Context: an optimization exercise on an open-source flow, tuned for small area, a short achievable clock period and few clock cycles per item. The choices shown serve that exercise and are no tape-out recipe.
Function was checked by simulation only, so behaviour that the tests miss may differ from the original.
No activity file was given, so power comes from the tool's default toggle rates.

$ cat design/flow/config.mk
export PLATFORM = sky130hd
export DESIGN_NAME = min_max_contrast_stretch
export DESIGN_NICKNAME = min_max_contrast_stretch
export VERILOG_FILES = /design/flow/design.v
export SDC_FILE = /design/flow/constraint.sdc
export NUM_CORES = 4
export LEC_CHECK = 0
export CAP_MARGIN = 20
export CORE_MARGIN = 2
export CORE_UTILIZATION = 60
export CTS_CLUSTER_DIAMETER = 80
export CTS_CLUSTER_SIZE = 30
export PLACE_DENSITY = 0.7
export SETUP_SLACK_MARGIN = 3.35
export SLEW_MARGIN = 20
$ cat design/flow/constraint.sdc
create_clock -name core_clock -period 6.0 [get_ports {clk}]
set_input_delay 1.2000 -clock core_clock [delete_from_list [all_inputs] [get_ports {clk}]]
set_output_delay 1.2000 -clock core_clock [all_outputs]
set_load 0.01 [all_outputs]
$ cat design/flow/design.v
`default_nettype none
package mmcs_pkg;
  localparam int DEF_FRAME_DEPTH = 64;
  localparam int SAMPLE_W        = 32;
  localparam int PIXEL_W         = 8;
  localparam int RING_N          = DEF_FRAME_DEPTH + 1;
  localparam int RING_TAP        = RING_N - 2;
  localparam int SLOT_W          = $clog2(RING_N);
  localparam int FRAMES          = 3;
  localparam int CREDITS         = 11;
endpackage
`default_nettype wire
`default_nettype none
module mmcs_ram #(
  parameter int WIDTH = 33,
  parameter int DEPTH = 66
) (
  input  wire logic                  clk,
  input  wire logic                  we,
  input  wire logic [WIDTH-1:0]      wdata,
  output logic [DEPTH-1:0][WIDTH-1:0] q
);
  always_ff @(posedge clk) begin
    q <= {q[DEPTH-2:0], (we ? wdata : q[DEPTH-1])};
  end
endmodule
`default_nettype wire
`default_nettype none
module mmcs_ctrl #(
  parameter int DEPTH = 66,
  parameter int TAP   = 63
) (
  input  wire logic clk,
  input  wire logic rst_n,
  input  wire logic we,         
  input  wire logic clr,        
  output logic      v_tap       
);
  logic [DEPTH-1:0] v;
  always_ff @(posedge clk) begin
    if (!rst_n) begin
      v <= '0;
    end else begin
      for (int i = 1; i < DEPTH; i++) v[i] <= v[i-1];
      v[0]     <= we | v[DEPTH-1];
      v[TAP+1] <= v[TAP] & ~clr;
    end
  end
  assign v_tap = v[TAP];
endmodule
`default_nettype wire
`default_nettype none
module mmcs_add #(
  parameter int W = 32
) (
  input  wire logic [W-1:0] a,
  input  wire logic [W-1:0] b,
  input  wire logic         cin,
  output logic      [W-1:0] sum,
  output logic              cout,
  output logic      [W-1:0] prop       
);
  localparam int L = $clog2(W);
  logic [W-1:0] g [L+1];
  logic [W-1:0] p [L+1];
  assign prop = a ^ b;
  assign p[0] = prop;
  assign g[0] = {a[W-1:1] & b[W-1:1], (a[0] & b[0]) | (prop[0] & cin)};
  for (genvar l = 0; l < L; l++) begin : g_lvl
    for (genvar i = 0; i < W; i++) begin : g_bit
      if (((i >> l) & 1) == 1) begin : g_cmb
        localparam int J = ((i >> l) << l) - 1;
        assign g[l+1][i] = g[l][i] | (p[l][i] & g[l][J]);
        assign p[l+1][i] = p[l][i] & p[l][J];
      end else begin : g_pass
        assign g[l+1][i] = g[l][i];
        assign p[l+1][i] = p[l][i];
      end
    end
  end
  if (W > 1) begin : g_sum
    assign sum = prop ^ {g[L][W-2:0], cin};
  end else begin : g_sum1
    assign sum = prop ^ cin;
  end
  assign cout = g[L][W-1];
endmodule
module mmcs_lt #(
  parameter int W = 32
) (
  input  wire logic [W-1:0] a,
  input  wire logic [W-1:0] b,
  output logic              lt        
);
  localparam int L = $clog2(W);
  logic [W-1:0] ua, ub;
  logic [W-1:0] l [L+1];
  logic [W-1:0] e [L+1];
  assign ua   = {~a[W-1], a[W-2:0]};
  assign ub   = {~b[W-1], b[W-2:0]};
  assign l[0] = ~ua & ub;
  assign e[0] = ~(ua ^ ub);
  for (genvar k = 0; k < L; k++) begin : g_lvl
    for (genvar i = 0; i < (W >> (k + 1)); i++) begin : g_node
      assign l[k+1][i] = l[k][2*i+1] | (e[k][2*i+1] & l[k][2*i]);
      assign e[k+1][i] = e[k][2*i+1] & e[k][2*i];
    end
    for (genvar i = (W >> (k + 1)); i < W; i++) begin : g_zero
      assign l[k+1][i] = 1'b0;
      assign e[k+1][i] = 1'b0;
    end
  end
  assign lt = l[L][0];
endmodule
module mmcs_dp #(
  parameter int K = 7
) (
  input  wire logic [K+32:0] rin,
  input  wire logic [31:0]   sn,      
  output logic               qb,
  output logic               eq,      
  output logic [K+31:0]      rout
);
  logic [32:0] a, t, pr;
  assign a = rin[K+32:K];
  mmcs_add #(.W(33)) u_add (
    .a    (a),
    .b    ({1'b1, sn}),
    .cin  (1'b1),
    .sum  (t),
    .cout (qb),
    .prop (pr)
  );
  assign eq = &pr;
  if (K > 0) begin : g_lo
    assign rout = {(qb ? t[31:0] : a[31:0]), rin[K-1:0]};
  end else begin : g_nolo
    assign rout = qb ? t[31:0] : a[31:0];
  end
endmodule
`default_nettype wire
`default_nettype none
module min_max_contrast_stretch
#(
  parameter int FRAME_DEPTH = mmcs_pkg::DEF_FRAME_DEPTH
) (
  input  wire logic                       clk,
  input  wire logic                       rst_n,
  input  wire logic                       in_tvalid,
  output logic                            in_tready,
  input  wire logic signed [mmcs_pkg::SAMPLE_W-1:0] in_tdata,    
  input  wire logic                       in_tlast,    
  output logic                            out_tvalid,
  input  wire logic                       out_tready,
  output logic             [mmcs_pkg::PIXEL_W-1:0]  out_tdata,   
  output logic                            out_tlast,   
  input  wire logic                       cfg_wr_en,
  input  wire logic                       cfg_wr_data  
);
  localparam int RN  = mmcs_pkg::RING_N;
  localparam int TAP = mmcs_pkg::RING_TAP;
  localparam int SW  = mmcs_pkg::SLOT_W;
  localparam int NF  = mmcs_pkg::FRAMES;
  localparam int NFW = $clog2(NF + 1);
  localparam int NC  = mmcs_pkg::CREDITS;
  localparam int NCW = $clog2(NC + 1);
  localparam int OQ  = NC - 1;              
  localparam int OQW = $clog2(OQ);
  logic mode_r;
  always_ff @(posedge clk) begin
    if (!rst_n)         mode_r <= 1'b0;
    else if (cfg_wr_en) mode_r <= cfg_wr_data;
  end
  logic        rdy_r;
  logic [6:0]  fcnt_r;                      
  logic        acc, st, first, wr, close_ev, tl;
  assign in_tready = rdy_r;
  assign acc      = in_tvalid & rdy_r;
  assign st       = (fcnt_r != 7'd64);
  assign first    = (fcnt_r == 7'd0);
  assign wr       = acc & st;
  assign close_ev = acc & in_tlast;
  assign tl       = in_tlast | (fcnt_r == 7'd63);
  logic [6:0] fcnt_nx;
  always_comb begin
    fcnt_nx = fcnt_r;
    if (acc) begin
      if (in_tlast)  fcnt_nx = 7'd0;
      else if (st)   fcnt_nx = fcnt_r + 7'd1;
    end
  end
  always_ff @(posedge clk) begin
    if (!rst_n) fcnt_r <= 7'd0;
    else        fcnt_r <= fcnt_nx;
  end
  logic [31:0] mn_r, mx_r;
  logic        lt_mn, lt_mx, up_mn, up_mx;
  mmcs_lt #(.W(32)) u_lt_mn (.a(in_tdata), .b(mn_r), .lt(lt_mn));
  mmcs_lt #(.W(32)) u_lt_mx (.a(mx_r), .b(in_tdata), .lt(lt_mx));
  assign up_mn = wr & (first | lt_mn);
  assign up_mx = wr & (first | lt_mx);
  always_ff @(posedge clk) begin
    if (up_mn) mn_r <= in_tdata;
    if (up_mx) mx_r <= in_tdata;
  end
  logic [RN-1:0][32:0] ring;
  mmcs_ram #(.WIDTH(33), .DEPTH(RN)) u_ring (
    .clk   (clk),
    .we    (wr),
    .wdata ({tl, in_tdata}),
    .q     (ring)
  );
  logic launch, v_tap, t_tap;
  logic [31:0] x_tap;
  assign x_tap = ring[TAP][31:0];
  assign t_tap = ring[TAP][32];
  mmcs_ctrl #(.DEPTH(RN), .TAP(TAP)) u_valid (
    .clk   (clk),
    .rst_n (rst_n),
    .we    (wr),
    .clr   (launch),
    .v_tap (v_tap)
  );
  logic [SW-1:0] e_r;
  always_ff @(posedge clk) begin
    if (!rst_n)                      e_r <= '0;
    else if (e_r == SW'(RN - 1))     e_r <= '0;
    else                             e_r <= e_r + SW'(1);
  end
  logic [NF-1:0][31:0] fq_mn, fq_mx;
  logic [NFW-1:0]      fq_cnt;              
  logic [NFW-1:0]      nf_r;                
  logic [NF-1:0]       fq_rs, fq_ws;
  logic [31:0]         mnH, mxH;
  logic                pop;
  always_comb begin
    mnH = '0;
    mxH = '0;
    for (int i = 0; i < NF; i++) begin
      mnH = mnH | (fq_mn[i] & {32{fq_rs[i]}});
      mxH = mxH | (fq_mx[i] & {32{fq_rs[i]}});
    end
  end
  assign pop = launch & t_tap;
  always_ff @(posedge clk) begin
    for (int i = 0; i < NF; i++) begin
      if (up_mn && fq_ws[i]) fq_mn[i] <= in_tdata;
      if (up_mx && fq_ws[i]) fq_mx[i] <= in_tdata;
    end
  end
  logic acc_first;
  assign acc_first = acc & (fcnt_r == 7'd0);
  always_ff @(posedge clk) begin
    if (!rst_n) begin
      fq_cnt <= '0;
      nf_r   <= '0;
      fq_rs  <= NF'(1);
      fq_ws  <= NF'(1);
    end else begin
      fq_cnt <= fq_cnt + NFW'(close_ev) - NFW'(pop);
      nf_r   <= nf_r + NFW'(acc_first) - NFW'(pop);
      if (close_ev) fq_ws <= {fq_ws[NF-2:0], fq_ws[NF-1]};
      if (pop)      fq_rs <= {fq_rs[NF-2:0], fq_rs[NF-1]};
    end
  end
  logic          sync_r, sync_nx;
  logic [SW-1:0] hb_r;
  logic [NCW-1:0] ocnt_r;
  logic          here, at_hb, credit, xfer;
  assign at_hb  = (e_r == hb_r);
  assign here   = v_tap & (sync_r | at_hb);
  assign credit = (ocnt_r < NCW'(NC)) | xfer;
  assign launch = here & (fq_cnt != '0) & credit;
  always_comb begin
    if (sync_r) sync_nx = ~(v_tap & ~launch);
    else        sync_nx = at_hb & launch;
  end
  always_ff @(posedge clk) begin
    if (!rst_n) begin
      sync_r <= 1'b1;
    end else begin
      sync_r <= sync_nx;
    end
    if (sync_r && v_tap && !launch) hb_r <= e_r;
  end
  logic [SW-1:0] np1_r;                     
  logic          acc_store, cont_ok, free_z, rdy_nx;
  logic [NFW-1:0] nf_nx;
  assign acc_store = acc & st;
  assign free_z    = ~v_tap | launch;
  assign cont_ok   = acc_store | (e_r == np1_r);
  assign nf_nx     = nf_r + NFW'(acc_first) - NFW'(pop);
  always_comb begin
    if (fcnt_nx == 7'd64)     rdy_nx = 1'b1;
    else if (fcnt_nx == 7'd0) rdy_nx = free_z & (sync_nx | cont_ok) & (nf_nx < NFW'(NF));
    else                      rdy_nx = free_z & cont_ok;
  end
  always_ff @(posedge clk) begin
    if (!rst_n) rdy_r <= 1'b0;
    else        rdy_r <= rdy_nx;
    if (acc_store) np1_r <= e_r;
  end
  logic [31:0] d1, sn1, d1_n, sn1_n;
  logic        v1, l1;
  mmcs_add #(.W(32)) u_sub_d (
    .a (x_tap), .b (~mnH), .cin (1'b1), .sum (d1_n), .cout (), .prop ()
  );
  mmcs_add #(.W(32)) u_sub_s (
    .a (mnH), .b (~mxH), .cin (1'b0), .sum (sn1_n), .cout (), .prop ()
  );
  always_ff @(posedge clk) begin
    d1  <= d1_n;
    sn1 <= sn1_n;
    l1  <= t_tap;
  end
  logic [39:0] n2, n2_n;
  logic [31:0] sn2;
  logic        v2, l2, z2;
  mmcs_add #(.W(40)) u_mul (
    .a ({d1, 8'd0}), .b (~{8'd0, d1}), .cin (1'b1), .sum (n2_n), .cout (), .prop ()
  );
  always_ff @(posedge clk) begin
    n2  <= n2_n;
    sn2 <= sn1;
    z2  <= &sn1;
    l2  <= l1;
  end
  logic [39:0] r7;   logic [38:0] r6;   logic [37:0] r5;   logic [36:0] r4;
  logic [35:0] r3;   logic [34:0] r2;   logic [33:0] r1;   logic [32:0] r0;
  logic [38:0] r7n;  logic [37:0] r6n;  logic [36:0] r5n;  logic [35:0] r4n;
  logic [34:0] r3n;  logic [33:0] r2n;  logic [32:0] r1n;  logic [31:0] r0n;
  logic [31:0] sd [7:0];
  logic [7:0]  vd, ld, zd;
  logic [7:0]  qd [7:0];
  logic [7:0]  qb, eqb;
  assign r7 = n2;
  mmcs_dp #(.K(7)) u_d7 (.rin(r7), .sn(sn2),   .qb(qb[7]), .eq(eqb[7]), .rout(r7n));
  always_ff @(posedge clk) begin
    r6 <= r7n; sd[6] <= sn2; zd[6] <= z2; ld[6] <= l2; qd[6] <= {7'd0, qb[7]};
  end
  mmcs_dp #(.K(6)) u_d6 (.rin(r6), .sn(sd[6]), .qb(qb[6]), .eq(eqb[6]), .rout(r6n));
  always_ff @(posedge clk) begin
    r5 <= r6n; sd[5] <= sd[6]; zd[5] <= zd[6]; ld[5] <= ld[6]; qd[5] <= {qd[6][6:0], qb[6]};
  end
  mmcs_dp #(.K(5)) u_d5 (.rin(r5), .sn(sd[5]), .qb(qb[5]), .eq(eqb[5]), .rout(r5n));
  always_ff @(posedge clk) begin
    r4 <= r5n; sd[4] <= sd[5]; zd[4] <= zd[5]; ld[4] <= ld[5]; qd[4] <= {qd[5][6:0], qb[5]};
  end
  mmcs_dp #(.K(4)) u_d4 (.rin(r4), .sn(sd[4]), .qb(qb[4]), .eq(eqb[4]), .rout(r4n));
  always_ff @(posedge clk) begin
    r3 <= r4n; sd[3] <= sd[4]; zd[3] <= zd[4]; ld[3] <= ld[4]; qd[3] <= {qd[4][6:0], qb[4]};
  end
  mmcs_dp #(.K(3)) u_d3 (.rin(r3), .sn(sd[3]), .qb(qb[3]), .eq(eqb[3]), .rout(r3n));
  always_ff @(posedge clk) begin
    r2 <= r3n; sd[2] <= sd[3]; zd[2] <= zd[3]; ld[2] <= ld[3]; qd[2] <= {qd[3][6:0], qb[3]};
  end
  mmcs_dp #(.K(2)) u_d2 (.rin(r2), .sn(sd[2]), .qb(qb[2]), .eq(eqb[2]), .rout(r2n));
  always_ff @(posedge clk) begin
    r1 <= r2n; sd[1] <= sd[2]; zd[1] <= zd[2]; ld[1] <= ld[2]; qd[1] <= {qd[2][6:0], qb[2]};
  end
  mmcs_dp #(.K(1)) u_d1 (.rin(r1), .sn(sd[1]), .qb(qb[1]), .eq(eqb[1]), .rout(r1n));
  always_ff @(posedge clk) begin
    r0 <= r1n; sd[0] <= sd[1]; zd[0] <= zd[1]; ld[0] <= ld[1]; qd[0] <= {qd[1][6:0], qb[1]};
  end
  logic        nz0;
  logic [7:0]  qf;
  logic        nzf, zf, lf;
  mmcs_dp #(.K(0)) u_d0 (.rin(r0), .sn(sd[0]), .qb(qb[0]), .eq(eqb[0]), .rout(r0n));
  assign nz0 = qb[0] ? ~eqb[0] : (r0 != 33'd0);
  always_ff @(posedge clk) begin
    qf  <= {qd[0][6:0], qb[0]};
    nzf <= nz0;
    zf  <= zd[0];
    lf  <= ld[0];
  end
  logic vf;
  always_ff @(posedge clk) begin
    if (!rst_n) begin
      v1 <= 1'b0; v2 <= 1'b0; vd[6:0] <= '0; vf <= 1'b0;
    end else begin
      v1 <= launch;
      v2 <= v1;
      vd[6] <= v2;
      for (int i = 0; i < 6; i++) vd[i] <= vd[i+1];
      vf <= vd[0];
    end
  end
  logic [7:0] pix;
  always_comb begin
    if (zf)          pix = 8'h00;
    else if (mode_r) pix = ~((qf ^ 8'h80) + {7'd0, ~qf[7] & nzf});
    else             pix = qf;
  end
  logic       ov_r, ol_r;
  logic [7:0] od_r;
  logic [OQ-1:0][8:0] oq;
  logic [OQW:0]   oq_rp, oq_wp;             
  logic take, oq_empty, oq_rd, bypass;
  assign out_tvalid = ov_r;
  assign out_tdata  = od_r;
  assign out_tlast  = ol_r;
  assign xfer     = ov_r & out_tready;
  assign take     = ~ov_r | out_tready;
  assign oq_empty = (oq_rp == oq_wp);
  assign bypass   = oq_empty & vf;
  assign oq_rd    = take & (~oq_empty | vf);
  always_ff @(posedge clk) begin
    if (take) begin
      if (oq_empty) begin
        od_r <= pix;
        ol_r <= lf;
      end else begin
        od_r <= oq[oq_rp[OQW-1:0]][7:0];
        ol_r <= oq[oq_rp[OQW-1:0]][8];
      end
    end
    for (int i = 0; i < OQ; i++) begin
      if (vf && (oq_wp[OQW-1:0] == OQW'(i))) oq[i] <= {lf, pix};
    end
  end
  always_ff @(posedge clk) begin
    if (!rst_n) begin
      ov_r   <= 1'b0;
      oq_rp  <= '0;
      oq_wp  <= '0;
      ocnt_r <= '0;
    end else begin
      if (take) ov_r <= ~oq_empty | vf;
      if (oq_rd) oq_rp <= (oq_rp[OQW-1:0] == OQW'(OQ - 1)) ? {~oq_rp[OQW], OQW'(0)} : oq_rp + 1'b1;
      if (vf)    oq_wp <= (oq_wp[OQW-1:0] == OQW'(OQ - 1)) ? {~oq_wp[OQW], OQW'(0)} : oq_wp + 1'b1;
      ocnt_r <= ocnt_r + NCW'(launch) - NCW'(xfer);
    end
  end
endmodule
`default_nettype wire
$ cat design/flow/flow/run.sh
#!/bin/bash
# Layout flow: the standard ORFS flow (standard.sh) with two synthesis
# changes, both in the combinational mapping only (registers are untouched):
#  - ABC maps with a delay target (flow/abc_speed.script) instead of the
#    area-recovering &nf script;
#  - no full/half-adder cell extraction (ADDER_MAP_FILE empty), so ABC sees
#    the adders' logic.
# Everything else (floorplan, power grid, placement, CTS, routing, finish)
# is the standard flow. Each tool's output is in orfs/logs; make's own
# output is in standard.log.
set -euo pipefail
here=$(pwd)
rm -rf "$here/scripts_mod"
mkdir -p "$here/scripts_mod"
cp -r "$FLOW_HOME/scripts/." "$here/scripts_mod/"
cp "$here/flow/abc_speed.script" "$here/scripts_mod/abc_speed.script"
export SCRIPTS_DIR="$here/scripts_mod"
bash standard.sh SCRIPTS_DIR="$here/scripts_mod" ADDER_MAP_FILE= finish > "$here/standard.log" 2>&1
$ cat design/flow/flow/abc_speed.script
strash
dch
map -D 1200
buffer
upsize -D 1200
dnsize -D 1200
$ cat design/flow/standard.sh
#!/bin/bash
# synth_recipe.tcl (not shown) runs the flow's synth.tcl, then flattens the netlist and writes it again
# the make line also repeats each setting of config.mk as NAME=value (left out here)
make -C /OpenROAD-flow-scripts/flow DESIGN_CONFIG=/design/flow/config.mk WORK_HOME=/design/flow/orfs CLKGATE_MAP_FILE= SYNTH_SCRIPT=/design/flow/synth_recipe.tcl "${@:-finish}"
==> run_summary.xml, run 1 <==
<?xml version="1.0" encoding="UTF-8"?>
<metrics>
  <group name="outcome">
    <metric name="run_status" unit="">finished clean</metric>
  </group>
  <group name="logic_synthesis">
    <metric name="synth_ff_type" unit="">dfxtp_1</metric>
    <metric name="synth_nets" unit="">8715</metric>
    <metric name="synth_cells" unit="">8676</metric>
    <metric name="ys_top_cells_by_count" unit="">dfxtp_1 (2,929), nand2_1 (1,075), nor2_1 (1,072), inv_1 (915), o21ai_0 (515)</metric>
    <metric name="synth_top_cell_by_area" unit="">dfxtp_1</metric>
    <metric name="netlist_area" unit="sq um">95500</metric>
    <metric name="synthesis.area_per_instance" unit="sq um">11.0</metric>
    <metric name="post-synth-top-area-fraction" unit="">0.614</metric>
    <metric name="synth_cell_type_count" unit="">85</metric>
    <metric name="postSynth.asyncResetShare" unit="">0</metric>
    <metric name="synth_seq_cells" unit="">3298</metric>
    <metric name="synth-seq-area-share" unit="">0.730</metric>
    <metric name="synth-edff-count" unit="">369</metric>
    <metric name="synthTopCellsByArea" unit="">dfxtp_1 (61%), edfxtp_1 (12%), nand2_1 (4.2%), nor2_1 (4.2%), inv_1 (3.6%)</metric>
    <metric name="yosys_warnings" unit="">19</metric>
    <metric name="yosysMostFrequentCell" unit="">dfxtp_1</metric>
  </group>
  <group name="clocking">
    <metric name="cts_tree" unit="">yes</metric>
    <metric name="clock_root_buffer" unit="">clkbuf_16</metric>
    <metric name="cts-root-to-sink-buffers" unit="">3</metric>
    <metric name="clock_sinks" unit="">3298</metric>
    <metric name="clkLatencyLatePin" unit="ps">810</metric>
    <metric name="h-tree-depth" unit="">4</metric>
    <metric name="cts-buffers-inserted" unit="">140</metric>
    <metric name="post_cts_hold_buffer_count" unit="">0</metric>
    <metric name="clkTransAtPathRegs" unit="ps">100</metric>
  </group>
  <group name="worst_setup_path">
    <metric name="rr_endpoint" unit="">fq_mx[1]</metric>
    <metric name="cells_along_the_critical_path" unit="">buf_2 -&gt; inv_1 -&gt; nand2_1 -&gt; o21ai_1 -&gt; nor3_2 -&gt; nand3_2 -&gt; a21oi_4 -&gt; o311ai_4 -&gt; a311oi_4 -&gt; buf_6 -&gt; buf_12</metric>
    <metric name="crit_fanout" unit="">9</metric>
    <metric name="path_class" unit="">input port to register</metric>
    <metric name="critical-path-top-delay-family" unit="">compound AO/OA/AOI/OAI gates</metric>
    <metric name="worst_ep_arrival_time" unit="ps">3290</metric>
    <metric name="critical_path.max_stage_delay" unit="ps">380</metric>
    <metric name="critical_path.startpoint_type" unit="">input port</metric>
    <metric name="worst_ep_required_time" unit="ps">6500</metric>
    <metric name="worst_reg_to_reg_setup_slack" unit="ps">3290</metric>
    <metric name="critical-path-slowest-cell" unit="">a311oi_4</metric>
    <metric name="crit_path_end_kind" unit="">register</metric>
    <metric name="critical_register_to_register_path_startpoint" unit="">mx_r[7]</metric>
    <metric name="crit_buf_inv" unit="">4</metric>
    <metric name="worst-r2r-cell-count" unit="">9</metric>
  </group>
  <group name="timing">
    <metric name="timing_max_transition_violations_final" unit="">0</metric>
    <metric name="timing_limited_maximum_frequency" unit="MHz">358</metric>
    <metric name="hold_viol" unit="">0</metric>
    <metric name="final.setup.tns" unit="ps">0</metric>
    <metric name="final_min_period_over_clock_period" unit="">0.465</metric>
    <metric name="clock-skew-final" unit="ps">48.3</metric>
    <metric name="rsz0062_at_grt" unit="">yes</metric>
    <metric name="setup_violations" unit="">0</metric>
    <metric name="slew_headroom" unit="">0.294</metric>
    <metric name="timing.final.crit_period" unit="ps">2790</metric>
    <metric name="worst_pin_slew" unit="ps">1060</metric>
  </group>
  <group name="global_routing">
    <metric name="met1_global_route_usage" unit="">0.276</metric>
    <metric name="grt_max_degree" unit="">66</metric>
    <metric name="global_routing_s_busiest_layer" unit="">met2</metric>
    <metric name="grt-ovfl-total" unit="">0</metric>
    <metric name="grtUsageTotal" unit="">0.199</metric>
    <metric name="grt_util_met2" unit="">0.325</metric>
    <metric name="grt_pass1_vias" unit="">52484</metric>
    <metric name="grt_util_met3" unit="">0.0271</metric>
    <metric name="grt_first_pass_wirelength" unit="um">264000</metric>
    <metric name="grt_antenna_before_repair" unit="">11</metric>
  </group>
  <group name="floorplan">
    <metric name="placementRows" unit="">146</metric>
    <metric name="dieHeight" unit="um">403</metric>
    <metric name="design.core.area" unit="sq um">158000</metric>
    <metric name="floorplan.die.width" unit="um">403</metric>
    <metric name="initial_core_utilization" unit="">0.604</metric>
    <metric name="boundaryPins" unit="">50</metric>
    <metric name="fp.dieArea" unit="sq um">162000</metric>
  </group>
  <group name="worst_hold_path">
    <metric name="min_delay_path_depth" unit="">0</metric>
    <metric name="worstHoldEndpoint" unit="">u_ring.q[887]</metric>
    <metric name="hold_crit_class" unit="">register to register</metric>
    <metric name="holdCritStartpoint" unit="">u_ring.q[854]</metric>
  </group>
  <group name="routing">
    <metric name="initialDrtViolationCount" unit="">3980</metric>
    <metric name="route.antenna.remaining_nets" unit="">0</metric>
    <metric name="post_drt_wl_per_cell" unit="um">15.3</metric>
    <metric name="detail_route.vias_per_cell" unit="">5.09</metric>
    <metric name="dr_total_vias" unit="">56306</metric>
    <metric name="dr.pass1.iters" unit="">8</metric>
    <metric name="drt_wl_total" unit="um">169000</metric>
    <metric name="drt_drc_violations_left" unit="">0</metric>
  </group>
  <group name="placed_design">
    <metric name="dp_hpwl" unit="um">107000</metric>
    <metric name="placed_area" unit="sq um">98500</metric>
    <metric name="io_buffer_count" unit="">49</metric>
    <metric name="place.gp.congestion" unit="">0.870</metric>
  </group>
  <group name="finish">
    <metric name="n_fill_cell" unit="">11583</metric>
    <metric name="final_design_area_no_fill" unit="sq um">106000</metric>
    <metric name="final_net_count" unit="">8962</metric>
    <metric name="drive_gt1_frac" unit="">0.0832</metric>
    <metric name="syn2layout_area_growth" unit="%">10.9</metric>
  </group>
  <group name="power">
    <metric name="leakage" unit="nW">44.2</metric>
    <metric name="powerDensity" unit="nW/um^2">454</metric>
    <metric name="ir_drop" unit="mV">0.324</metric>
  </group>
  <group name="job">
    <metric name="drv.max_cap_violation_count" unit="">0</metric>
  </group>
</metrics>
[report_power, final]
group / switching [mW] / total (mW) / internal [mW]
sequential: 1.14 / 25.6 / 24.5
clock: 6.60 / 11.4 / 4.77
combinational: 7.04 / 11.1 / 4.09
[per-stage QoR]
stage	utilization	power (mW)	setup WS [ps]	cells	hold slack [ps]
5_1_grt	0.670	50.9	3170	11069	320
6_report	0.670	48.1	3210	11070	317
2_1_floorplan	-	33.7	2280	8676	310
3_3_place_gp	0.622	35.6	1190	10712	310
3_5_place_dp	0.623	36.0	1150	10714	312
4_1_cts	0.659	47.6	3280	10989	309
[registers in the layout, summed over array words and instances (netlist names), 28 cells and up]
signal     cells
r0            33
qd            28
r3            36
fq_mn         96
r6            39
oq            90
u_valid.v     65
mn_r          32
r2            35
r5            38
sn2           32
r1            34
u_ring.q    2145
d1            32
r4            37
mx_r          32
n2            40
fq_mx         96
sd           224
sn1           32
[how the worst max path moves through the flow]
| stage | endpoint | depth (start not counted) | slack (ps) | startpoint |
|---|---|---|---|---|
| after floorplan | fq_mn[0] | 8 | 2280 | in_tdata[30] |
| after CTS | fq_mn[79] | 13 | 3280 | in_tdata[15] |
| final | fq_mx[1] | 11 | 3210 | in_tdata[12] |
| after global placement | fq_mn[62] | 11 | 1190 | in_tdata[15] |
| after global routing | fq_mn[60] | 13 | 3170 | in_tdata[15] |
| after detailed placement | fq_mn[60] | 9 | 1150 | in_tdata[13] |
[layout by cell type, fill, tap and decap left out, drive strengths merged, types with 9 or more instances in the layout]
| cell type | count |
|---|---|
| buf | 178 |
| o211ai | 54 |
| a31oi | 41 |
| xnor2 | 86 |
| o21ai | 589 |
| a22oi | 30 |
| and3 | 23 |
| or2 | 41 |
| o21a | 9 |
| nand3 | 307 |
| nand3b | 47 |
| a21oi | 371 |
| a221oi | 20 |
| o221ai | 29 |
| a21boi | 31 |
| inv | 938 |
| clkinv | 32 |
| o2111ai | 17 |
| a311oi | 10 |
| nor3 | 81 |
| o22ai | 41 |
| o21bai | 60 |
| clkbuf | 188 |
| and2 | 17 |
| dfxtp | 2929 |
| xor2 | 92 |
| nand4 | 57 |
| nand2 | 1093 |
| nor4 | 38 |
| nor2 | 1093 |
| o31ai | 10 |
| edfxtp | 369 |
[worst reg2reg max path: stages, from the launching register on]
cell      delay (ps)
edfxtp_1         450
xnor2_2          220
nand2_2          110
nor4b_4          280
o31ai_4          140
a21oi_4          250
o311ai_4         190
a311oi_4         380
buf_6            230
buf_12           150
[cell families (layout without fill, tap and decap cells)]
group | Yosys count | after routing | share of synthesized area
compound gates | 1358 | 1360 | 0.0849
flops | 3298 | 3298 | 0.730
fa+ha+maj | 1 | 1 | 0.000118
other cells | 0 | 1 | 0
simple gates | 2786 | 2805 | 0.124
xor+xnor | 178 | 178 | 0.0163
buf+inv | 1055 | 1355 | 0.0444
[layout make-up]
type	instances	area, sq um	share of cell area
clock inverters	46	802	0.00757
inverters	931	3540	0.0334
repair inverters	1	5.00	0.0000472
multi-input cells	4344	23100	0.218
repair buffers	207	2470	0.0233
diodes	1	2.50	0.0000236
well taps	2072	2590	0.0245
flip-flops and latches	3298	69700	0.658
clock buffers	170	3700	0.0349
[metal layers]
layer / vias up / wire length (um)
li1: 28615 / -
met5: - / 0
met1: 25853 / 78300
met4: 0 / 5260
met2: 1477 / 77400
met3: 361 / 8220
[timing repair]
item | 4_1_cts | 5_1_grt
setup buffers | 43 | 48
endpoints found under the setup margin | 566 | 568
resized for setup | 362 | 186
pin swaps | 40 | 57
gates cloned | 16 | 32
Testbench counts, summed over its fixed seeds: cycles 5,864, items 4,574.
==> inputs of run 2 (changes only) <==
--- a/design/flow/design.v
+++ b/design/flow/design.v
@@ -193,12 +193,14 @@
     if (!rst_n) fcnt_r <= 7'd0;
     else        fcnt_r <= fcnt_nx;
   end
-  logic [31:0] mn_r, mx_r;
+  logic [31:0] mn_r, mx_r, mn_n, mx_n;
   logic        lt_mn, lt_mx, up_mn, up_mx;
   mmcs_lt #(.W(32)) u_lt_mn (.a(in_tdata), .b(mn_r), .lt(lt_mn));
   mmcs_lt #(.W(32)) u_lt_mx (.a(mx_r), .b(in_tdata), .lt(lt_mx));
   assign up_mn = wr & (first | lt_mn);
   assign up_mx = wr & (first | lt_mx);
+  assign mn_n  = up_mn ? in_tdata : mn_r;
+  assign mx_n  = up_mx ? in_tdata : mx_r;
   always_ff @(posedge clk) begin
     if (up_mn) mn_r <= in_tdata;
     if (up_mx) mx_r <= in_tdata;
@@ -227,25 +229,30 @@
     else if (e_r == SW'(RN - 1))     e_r <= '0;
     else                             e_r <= e_r + SW'(1);
   end
-  logic [NF-1:0][31:0] fq_mn, fq_mx;
+  localparam int NQ = NF - 1;
+  logic [NQ-1:0][31:0] fq_mn, fq_mx;
   logic [NFW-1:0]      fq_cnt;              
   logic [NFW-1:0]      nf_r;                
-  logic [NF-1:0]       fq_rs, fq_ws;
+  logic [NQ-1:0]       fq_rs, fq_ws;
   logic [31:0]         mnH, mxH;
-  logic                pop;
+  logic                pop, room, push, pend_r;
   always_comb begin
     mnH = '0;
     mxH = '0;
-    for (int i = 0; i < NF; i++) begin
+    for (int i = 0; i < NQ; i++) begin
       mnH = mnH | (fq_mn[i] & {32{fq_rs[i]}});
       mxH = mxH | (fq_mx[i] & {32{fq_rs[i]}});
     end
   end
-  assign pop = launch & t_tap;
+  assign pop  = launch & t_tap;
+  assign room = (fq_cnt != NFW'(NQ)) | pop;
+  assign push = (close_ev | pend_r) & room;
   always_ff @(posedge clk) begin
-    for (int i = 0; i < NF; i++) begin
-      if (up_mn && fq_ws[i]) fq_mn[i] <= in_tdata;
-      if (up_mx && fq_ws[i]) fq_mx[i] <= in_tdata;
+    for (int i = 0; i < NQ; i++) begin
+      if (push && fq_ws[i]) begin
+        fq_mn[i] <= mn_n;
+        fq_mx[i] <= mx_n;
+      end
     end
   end
   logic acc_first;
@@ -254,13 +261,15 @@
     if (!rst_n) begin
       fq_cnt <= '0;
       nf_r   <= '0;
-      fq_rs  <= NF'(1);
-      fq_ws  <= NF'(1);
+      fq_rs  <= NQ'(1);
+      fq_ws  <= NQ'(1);
+      pend_r <= 1'b0;
     end else begin
-      fq_cnt <= fq_cnt + NFW'(close_ev) - NFW'(pop);
+      fq_cnt <= fq_cnt + NFW'(push) - NFW'(pop);
       nf_r   <= nf_r + NFW'(acc_first) - NFW'(pop);
-      if (close_ev) fq_ws <= {fq_ws[NF-2:0], fq_ws[NF-1]};
-      if (pop)      fq_rs <= {fq_rs[NF-2:0], fq_rs[NF-1]};
+      if (push) fq_ws <= {fq_ws[NQ-2:0], fq_ws[NQ-1]};
+      if (pop)  fq_rs <= {fq_rs[NQ-2:0], fq_rs[NQ-1]};
+      pend_r <= (close_ev | pend_r) & ~room;
     end
   end
   logic          sync_r, sync_nx;
--- a/design/flow/config.mk
+++ b/design/flow/config.mk
@@ -11,5 +11,5 @@
 export CTS_CLUSTER_DIAMETER = 80
 export CTS_CLUSTER_SIZE = 30
 export PLACE_DENSITY = 0.7
-export SETUP_SLACK_MARGIN = 3.35
+export SETUP_SLACK_MARGIN = 3.2
 export SLEW_MARGIN = 20
==> run_summary.xml, run 2 <==
<?xml version="1.0" encoding="UTF-8"?>
<metrics>
  <group name="outcome">
    <metric name="run_status" unit="">finished clean</metric>
  </group>
  <group name="timing">
    <metric name="setup_violations" unit="">0</metric>
    <metric name="hold_viol" unit="">0</metric>
    <metric name="timing.final.crit_period" unit="ps">2790</metric>
    <metric name="timing_limited_maximum_frequency" unit="MHz">358</metric>
    <metric name="worst_pin_slew" unit="ps">1050</metric>
    <metric name="rsz0062_at_grt" unit="">yes</metric>
    <metric name="final_min_period_over_clock_period" unit="">0.465</metric>
    <metric name="slew_headroom" unit="">0.288</metric>
    <metric name="timing_max_transition_violations_final" unit="">0</metric>
    <metric name="final.setup.tns" unit="ps">0</metric>
    <metric name="clock-skew-final" unit="ps">40.4</metric>
  </group>
  <group name="global_routing">
    <metric name="grt_first_pass_wirelength" unit="um">258000</metric>
    <metric name="grt_pass1_vias" unit="">51493</metric>
    <metric name="grtUsageTotal" unit="">0.199</metric>
    <metric name="grt_antenna_before_repair" unit="">23</metric>
    <metric name="grt_max_degree" unit="">74</metric>
    <metric name="grt-ovfl-total" unit="">0</metric>
  </group>
  <group name="logic_synthesis">
    <metric name="synth_cell_type_count" unit="">84</metric>
    <metric name="yosys_warnings" unit="">19</metric>
    <metric name="synth_nets" unit="">8646</metric>
    <metric name="synth_seq_cells" unit="">3233</metric>
    <metric name="synth-edff-count" unit="">241</metric>
    <metric name="postSynth.asyncResetShare" unit="">0</metric>
    <metric name="netlist_area" unit="sq um">93100</metric>
    <metric name="yosysMostFrequentCell" unit="">dfxtp_1</metric>
    <metric name="synth_ff_type" unit="">dfxtp_1</metric>
    <metric name="synth_top_cell_by_area" unit="">dfxtp_1</metric>
    <metric name="synthesis.area_per_instance" unit="sq um">10.8</metric>
    <metric name="synth_cells" unit="">8607</metric>
    <metric name="synth-seq-area-share" unit="">0.721</metric>
    <metric name="synthTopCellsByArea" unit="">dfxtp_1 (64%), edfxtp_1 (7.8%), nor2_1 (4.8%), inv_1 (3.7%), nand2_1 (3.7%)</metric>
    <metric name="post-synth-top-area-fraction" unit="">0.643</metric>
    <metric name="ys_top_cells_by_count" unit="">dfxtp_1 (2,992), nor2_1 (1,188), inv_1 (912), nand2_1 (909), o21ai_0 (523)</metric>
  </group>
  <group name="floorplan">
    <metric name="boundaryPins" unit="">50</metric>
    <metric name="design.core.area" unit="sq um">154000</metric>
    <metric name="floorplan.die.width" unit="um">398</metric>
    <metric name="fp.dieArea" unit="sq um">158000</metric>
    <metric name="placementRows" unit="">144</metric>
    <metric name="initial_core_utilization" unit="">0.605</metric>
    <metric name="dieHeight" unit="um">398</metric>
  </group>
  <group name="worst_setup_path">
    <metric name="crit_cells" unit="">11</metric>
    <metric name="path_class" unit="">input port to register</metric>
    <metric name="worst-r2r-cell-count" unit="">13</metric>
    <metric name="worst_setup_path_startpoint" unit="">in_tdata[8]</metric>
    <metric name="critical-path-slowest-cell" unit="">clkdlybuf4s50_1</metric>
    <metric name="worst_ep_arrival_time" unit="ps">3360</metric>
    <metric name="critical_path.max_stage_delay" unit="ps">540</metric>
    <metric name="crit_buf_inv" unit="">4</metric>
    <metric name="rr_endpoint" unit="">r1[16]</metric>
    <metric name="timing.critical_path.to" unit="">fq_mx[38]</metric>
    <metric name="critical_path.startpoint_type" unit="">input port</metric>
    <metric name="critical_register_to_register_path_startpoint" unit="">r2[11]</metric>
    <metric name="worst_reg_to_reg_setup_slack" unit="ps">3310</metric>
    <metric name="crit_path_end_kind" unit="">register</metric>
    <metric name="crit_fanout" unit="">16</metric>
    <metric name="critical-path-top-delay-family" unit="">compound AO/OA/AOI/OAI gates</metric>
    <metric name="cp_common_cell" unit="">buf_12</metric>
    <metric name="cells_along_the_critical_path" unit="">clkdlybuf4s50_1 -&gt; inv_1 -&gt; o31ai_1 -&gt; nand2_1 -&gt; a31oi_1 -&gt; a311oi_2 -&gt; a21oi_1 -&gt; o21a_2 -&gt; buf_12 -&gt; buf_12 -&gt; o21ai_1</metric>
    <metric name="worst_ep_required_time" unit="ps">6570</metric>
  </group>
  <group name="worst_hold_path">
    <metric name="hold_crit_class" unit="">register to register</metric>
  </group>
  <group name="finish">
    <metric name="syn2layout_area_growth" unit="%">9.87</metric>
    <metric name="seq_area" unit="sq um">67100</metric>
    <metric name="drive_gt1_frac" unit="">0.0750</metric>
    <metric name="mostFrequentLayoutCell" unit="">dfxtp_1</metric>
    <metric name="most-common-layout-cells" unit="">dfxtp_1 (2,988), nor2_1 (1,160), inv_1 (904)</metric>
    <metric name="postLayoutCoreUtil" unit="">0.664</metric>
    <metric name="largest_register_ff_count" unit="">2145</metric>
    <metric name="n_fill_cell" unit="">11571</metric>
    <metric name="area_taken_by_multi_input_logic_gates" unit="sq um">23000</metric>
    <metric name="top_register" unit="">u_ring.q</metric>
    <metric name="layout_top_registers" unit="">u_ring.q x2145, sd x224, oq x90</metric>
    <metric name="final_net_count" unit="">8818</metric>
  </group>
  <group name="clocking">
    <metric name="clock_sinks" unit="">3233</metric>
    <metric name="cts-buffers-inserted" unit="">136</metric>
    <metric name="post_cts_hold_buffer_count" unit="">0</metric>
    <metric name="clkLatencyLatePin" unit="ps">830</metric>
    <metric name="clock_root_buffer" unit="">clkbuf_16</metric>
    <metric name="clkTransAtPathRegs" unit="ps">100</metric>
    <metric name="h-tree-depth" unit="">4</metric>
    <metric name="cts-root-to-sink-buffers" unit="">3</metric>
    <metric name="cts_tree" unit="">yes</metric>
  </group>
  <group name="placed_design">
    <metric name="io_buffer_count" unit="">49</metric>
    <metric name="place.gp.congestion" unit="">0.884</metric>
    <metric name="dp_hpwl" unit="um">105000</metric>
  </group>
  <group name="power">
    <metric name="ir_drop" unit="mV">0.336</metric>
    <metric name="leakage" unit="nW">43.2</metric>
    <metric name="powerDensity" unit="nW/um^2">460</metric>
    <metric name="intPower" unit="mW">32.8</metric>
    <metric name="power.share.combinational" unit="">0.222</metric>
    <metric name="power_dissipated_by_switching_net_loads" unit="mW">14.3</metric>
    <metric name="p_seq_frac" unit="">0.542</metric>
    <metric name="swShare" unit="">0.304</metric>
    <metric name="clockPowerShare" unit="">0.236</metric>
  </group>
  <group name="routing">
    <metric name="post_drt_wl_per_cell" unit="um">14.9</metric>
    <metric name="detail_route.vias_per_cell" unit="">5.03</metric>
    <metric name="route.antenna.remaining_nets" unit="">0</metric>
    <metric name="dr_total_vias" unit="">54769</metric>
    <metric name="dr.pass1.iters" unit="">7</metric>
    <metric name="initialDrtViolationCount" unit="">3304</metric>
    <metric name="drt_drc_violations_left" unit="">0</metric>
    <metric name="drt_wl_total" unit="um">162000</metric>
  </group>
  <group name="job">
    <metric name="drv.max_cap_violation_count" unit="">0</metric>
  </group>
</metrics>
[run 2: layout make-up]
| class | instances | area share |
|---|---|---|
| timing repair inverter | 1 | 0.0000489 |
| clock buffer | 160 | 0.0352 |
| sequential | 3233 | 0.656 |
| clock inverter | 42 | 0.00735 |
| tap | 2044 | 0.0250 |
| timing repair buffer | 164 | 0.0175 |
| multi-input combinational | 4322 | 0.225 |
| inverter | 921 | 0.0340 |
| antenna | 6 | 0.000147 |
[run 2: cell families (layout without fill, tap and decap cells)]
family	count (synthesis)	count (layout)	share of synthesized area
flip-flops	3233	3233	0.721
AND/OR/NAND/NOR	2688	2699	0.121
AO/OA/AOI/OAI	1459	1459	0.0968
buffers and inverters	1063	1288	0.0457
XOR/XNOR	164	164	0.0155
other	0	6	0
[run 2: worst register-to-register path, cell delays in order, from the launching register on]
cell and delay (ps):
dfxtp_1 340, nand2_1 80, inv_1 70, nor4_4 330
nand2_1 170, nor4_4 320, nand2_1 80, buf_4 190
nand2_2 170, nand3_2 160, nand3_4 200, buf_12 220
o21ai_0 140, o21ai_0 120
[run 2: worst min path at each step]
stage / end / slack (ps) / startpoint / depth (start not counted)
floorplan: ld[0] / 310 / ld[1] / 0
global placement: u_ring.q[596] / 310 / u_ring.q[563] / 0
detailed placement: u_ring.q[1263] / 310 / u_ring.q[1230] / 0
CTS: ld[5] / 310 / ld[6] / 0
global route: ld[5] / 320 / ld[6] / 0
finish: u_ring.q[2010] / 310 / u_ring.q[1977] / 0
[run 2: repair_timing]
item                       4_1_cts  5_1_grt
buffers inserted                20       53
pin swaps                       14       36
gates resized for setup        100      137
gates cloned                     6       12
setup endpoints to repair      460      575
[run 2: metrics by stage]
step | setup WS, ps | area (sq um) | total power [mW] | hold WS [ps] | cells
after floorplan | 2640 | 93600 | 33.4 | 310 | 8607
after global placement | 1790 | 96100 | 35.3 | 309 | 10590
after detailed placement | 1720 | 96200 | 35.7 | 312 | 10594
after CTS | 3180 | 101000 | 46.9 | 310 | 10822
after global routing | 3110 | 102000 | 49.9 | 319 | 10893
final | 3210 | 102000 | 47.1 | 313 | 10893
[run 2: power groups by stage]
stage / Sequential [mW] / Combinational [mW] / Clock, mW
3_3_place_gp: 26.0 / 9.35 / 0
4_1_cts: 25.5 / 9.93 / 11.4
6_report: 25.5 / 10.5 / 11.1
5_1_grt: 25.8 / 11.9 / 12.2
3_5_place_dp: 26.0 / 9.73 / 0
2_1_floorplan: 25.6 / 7.81 / 0
[run 2: metal layers]
metal  routed length (um)  track usage  up-vias
met5                  109            0        -
met2                72900        0.321     1112
li1                     -            -    28216
met4                 5240       0.0678       18
met1                76600        0.275    25087
met3                 7030       0.0302      336
Testbench counts of run 2, summed over its fixed seeds: cycles 5,864, items 4,574.

port drivers added, routing unchanged:
How much do the figures lean on ideal ports? The routed layouts below were timed once more, with nothing changed but the port constraints.
Step 1: set_driving_cell puts a clkbuf_16 on clk and a buf_2 on each other input, an assumption about the parent block.
Step 2 also shifts input and output timing later by t, the mid clock arrival at the registers, as if the neighbouring blocks saw the same clock.
Slacks: ideal / step 1 / step 2; pairs: ideal / step 1.
run	shift t [ns]	setup WS [ns]	worst setup path at the end	worst slew at a driven data input, ns
run 1	0.869	3.208 / 3.238 / 2.369	input to register	0.12
run 2	0.891	3.209 / 3.185 / 2.294	input to register	0.14
After both steps every run listed still meets setup and hold. The setup slack of run 2, which loses most, moves by -0.024 ns with the drivers and by -0.915 ns with both steps.
